Background: an optimization exercise with open tools, aiming at small area and a short achievable clock period. Do not read the settings as production practice.
At most, simulation tests tie the RTL to the original design; equivalence was not proved.
Power and IR drop assume default switching activity.

==> flow/design.v (excerpt) <==
module cpu_top (
    input  logic        in_clk,
    input  logic        in_rst,
    input  logic        instr_valid,
    input  logic [31:0] instr,
    output logic        wb_valid,
    output logic [4:0]  wb_addr,
    output logic [31:0] wb_data
);
clock: 6.0 ns
lec_check: 0
cap_margin: 20
core_margin: 2
core_utilization: 30
cts_cluster_diameter: 80
cts_cluster_size: 25
place_density: 0.5
setup_slack_margin: 3.2
slew_margin: 20
tns_end_percent: 5
run.sh (not shown) runs the stock make flow with config.mk's settings and CLKGATE_MAP_FILE= SYNTH_SCRIPT=/design/flow/synth_recipe.tcl, a recipe that flattens the netlist after the stock synthesis.
The baseline produced a clean layout.
==> next run, changes <==
PLACE_DENSITY = 0.75   (was 0.5)
TNS_END_PERCENT = unset   (was 5)
Result:
- The changed run completed without violations
- worst hold slack gets worse by 0.0077 ns
- count of clock-buffer cells in the layout rises by 9
- setup slack gets better by 0.085 ns
==> next run, changes <==
TNS_END_PERCENT = 5   (was unset)
After rerunning: Final area falls by 3.7%; clock power falls by 5.3%; setup slack loses 0.0055 ns.

birch:
Another version of the RTL of cpu_top (not shown whole).
Size in the first run: about 4400 cells after synthesis, about 73 I/O pins.
clock: 6.0 ns
lec_check: 0
cap_margin: 20
core_margin: 2
core_utilization: 30
place_density: 0.5
slew_margin: 20
The inputs of pine differ from those of birch as listed below.
--- a/flow/config.mk
+++ b/flow/config.mk
@@ -11,0 +12 @@
+export SETUP_SLACK_MARGIN = 3.0
[summary]
- pine: no failed stages, no open violations at the end
- Taking birch as the reference, in pine final weighted congestion in routability-driven placement shrank by about 1.2%; layout buffering overhead excluding clock cells picked up an extra 4.7 points; clock group share of total power +0.8 points.
- pine ends up with higher synthesis-to-finish area growth than birch does.
- Wire length the detailed router placed on met1 in pine is about 2.4% above birch.
Function was not checked in any run of this note: the RTL went through the layout flow alone.

Another version of the RTL of cpu_top (not shown whole).
Size: about 4,100 cells after synthesis, ~73 I/O pins, roughly 0.055 mm^2 of cells after synthesis.
==> flow/config.mk <==
export PLATFORM = sky130hd
export DESIGN_NAME = cpu_top
export DESIGN_NICKNAME = cpu_top
export VERILOG_FILES = /design/flow/design.v
export SDC_FILE = /design/flow/constraint.sdc
export NUM_CORES = 4
export LEC_CHECK = 0
export CAP_MARGIN = 20
export CORE_MARGIN = 2
export CORE_UTILIZATION = 30
export CTS_CLUSTER_DIAMETER = 80
export CTS_CLUSTER_SIZE = 25
export PLACE_DENSITY = 0.75
export SETUP_SLACK_MARGIN = 3.2
export SLEW_MARGIN = 20
export TNS_END_PERCENT = 5
==> flow/constraint.sdc <==
create_clock -name core_clock -period 6.0 [get_ports {in_clk}]
set_input_delay 1.2000 -clock core_clock [delete_from_list [all_inputs] [get_ports {in_clk}]]
set_output_delay 1.2000 -clock core_clock [all_outputs]
set_load 0.01 [all_outputs]
standard.sh (not shown) runs the stock make flow with config.mk's settings and CLKGATE_MAP_FILE= SYNTH_SCRIPT=/design/flow/synth_recipe.tcl, a recipe that flattens the netlist after the stock synthesis.
==> flow/flow/run.sh <==
#!/bin/bash
# Own flow: the standard layout (standard.sh, unchanged synthesis), with
# one change: the port buffers that global placement inserts are
# sky130_fd_sc_hd__buf_4 cells instead of the default pick, a slow delay
# buffer. Every input and output port still gets its buffer.
# make's output goes to standard.log; ORFS writes each step's log under
# orfs/logs.
set -euo pipefail
bash standard.sh "BUFFER_PORTS_ARGS=-buffer_cell sky130_fd_sc_hd__buf_4" finish > standard.log 2>&1
Change:
==> flow/run.sh (new file) <==
#!/bin/bash
# synth_recipe.tcl (not shown) runs the flow's synth.tcl, then flattens the netlist and writes it again
# the make line also repeats each setting of config.mk as NAME=value (left out here)
make -C /OpenROAD-flow-scripts/flow DESIGN_CONFIG=/design/flow/config.mk WORK_HOME=/design/flow/orfs CLKGATE_MAP_FILE= SYNTH_SCRIPT=/design/flow/synth_recipe.tcl finish
removed: flow/flow/run.sh
removed: flow/standard.sh
After rerunning: The new run completed without violations; count of clock-buffer cells in the layout drops by 3; setup slack hardly moves; via count barely changes.

port drivers added, routing unchanged:
The results above use ideal ports. As a check the final layouts listed here were re-extracted and re-timed, cells and wires unchanged. Step 1, drivers: a clkbuf_16 drives in_clk and a buf_2 each remaining input, both assumed. Step 2 times the ports against the registers' clock, not the clock port: input delays grow and output delays shrink by t, the midpoint of the rising clock arrivals with the driver on. a / b / c = no drivers / after step 1 / after step 2; a / b = the first two.
| run | t (ns) | setup WS [ns] | hold WS [ns] | worst register clock-pin slew, ns | worst data-port slew with drivers (ns) |
|---|---|---|---|---|---|
| the first run of note 1 | 0.832 | 2.856 / 2.839 / 2.568 | 0.338 / 0.338 / 0.338 | 0.11 / 0.11 | 0.04 |
| the second run of note 1 | 0.835 | 2.941 / 2.941 / 2.426 | 0.330 / 0.330 / 0.330 | 0.11 / 0.11 | 0.10 |
| the third run of note 1 | 0.819 | 2.935 / 2.935 / 2.512 | 0.336 / 0.336 / 0.336 | 0.11 / 0.11 | 0.10 |
| birch | 0.880 | 1.353 / 1.353 / 1.353 | 0.395 / 0.395 / 0.395 | 0.07 / 0.07 | 0.06 |
| pine | 0.881 | 2.628 / 2.628 / 2.628 | 0.386 / 0.386 / 0.386 | 0.08 / 0.08 | 0.04 |
| the first run of note 3 | 0.812 | 2.610 / 2.610 / 2.301 | 0.319 / 0.319 / 0.319 | 0.11 / 0.11 | 0.05 |
| the second run of note 3 | 0.825 | 2.612 / 2.612 / 2.456 | 0.334 / 0.334 / 0.334 | 0.11 / 0.11 | 0.05 |
After both steps every run listed still meets setup and hold. For the second run of note 1, which loses most, drivers alone change the setup slack by 0.000 ns; drivers and shift together by -0.515 ns.
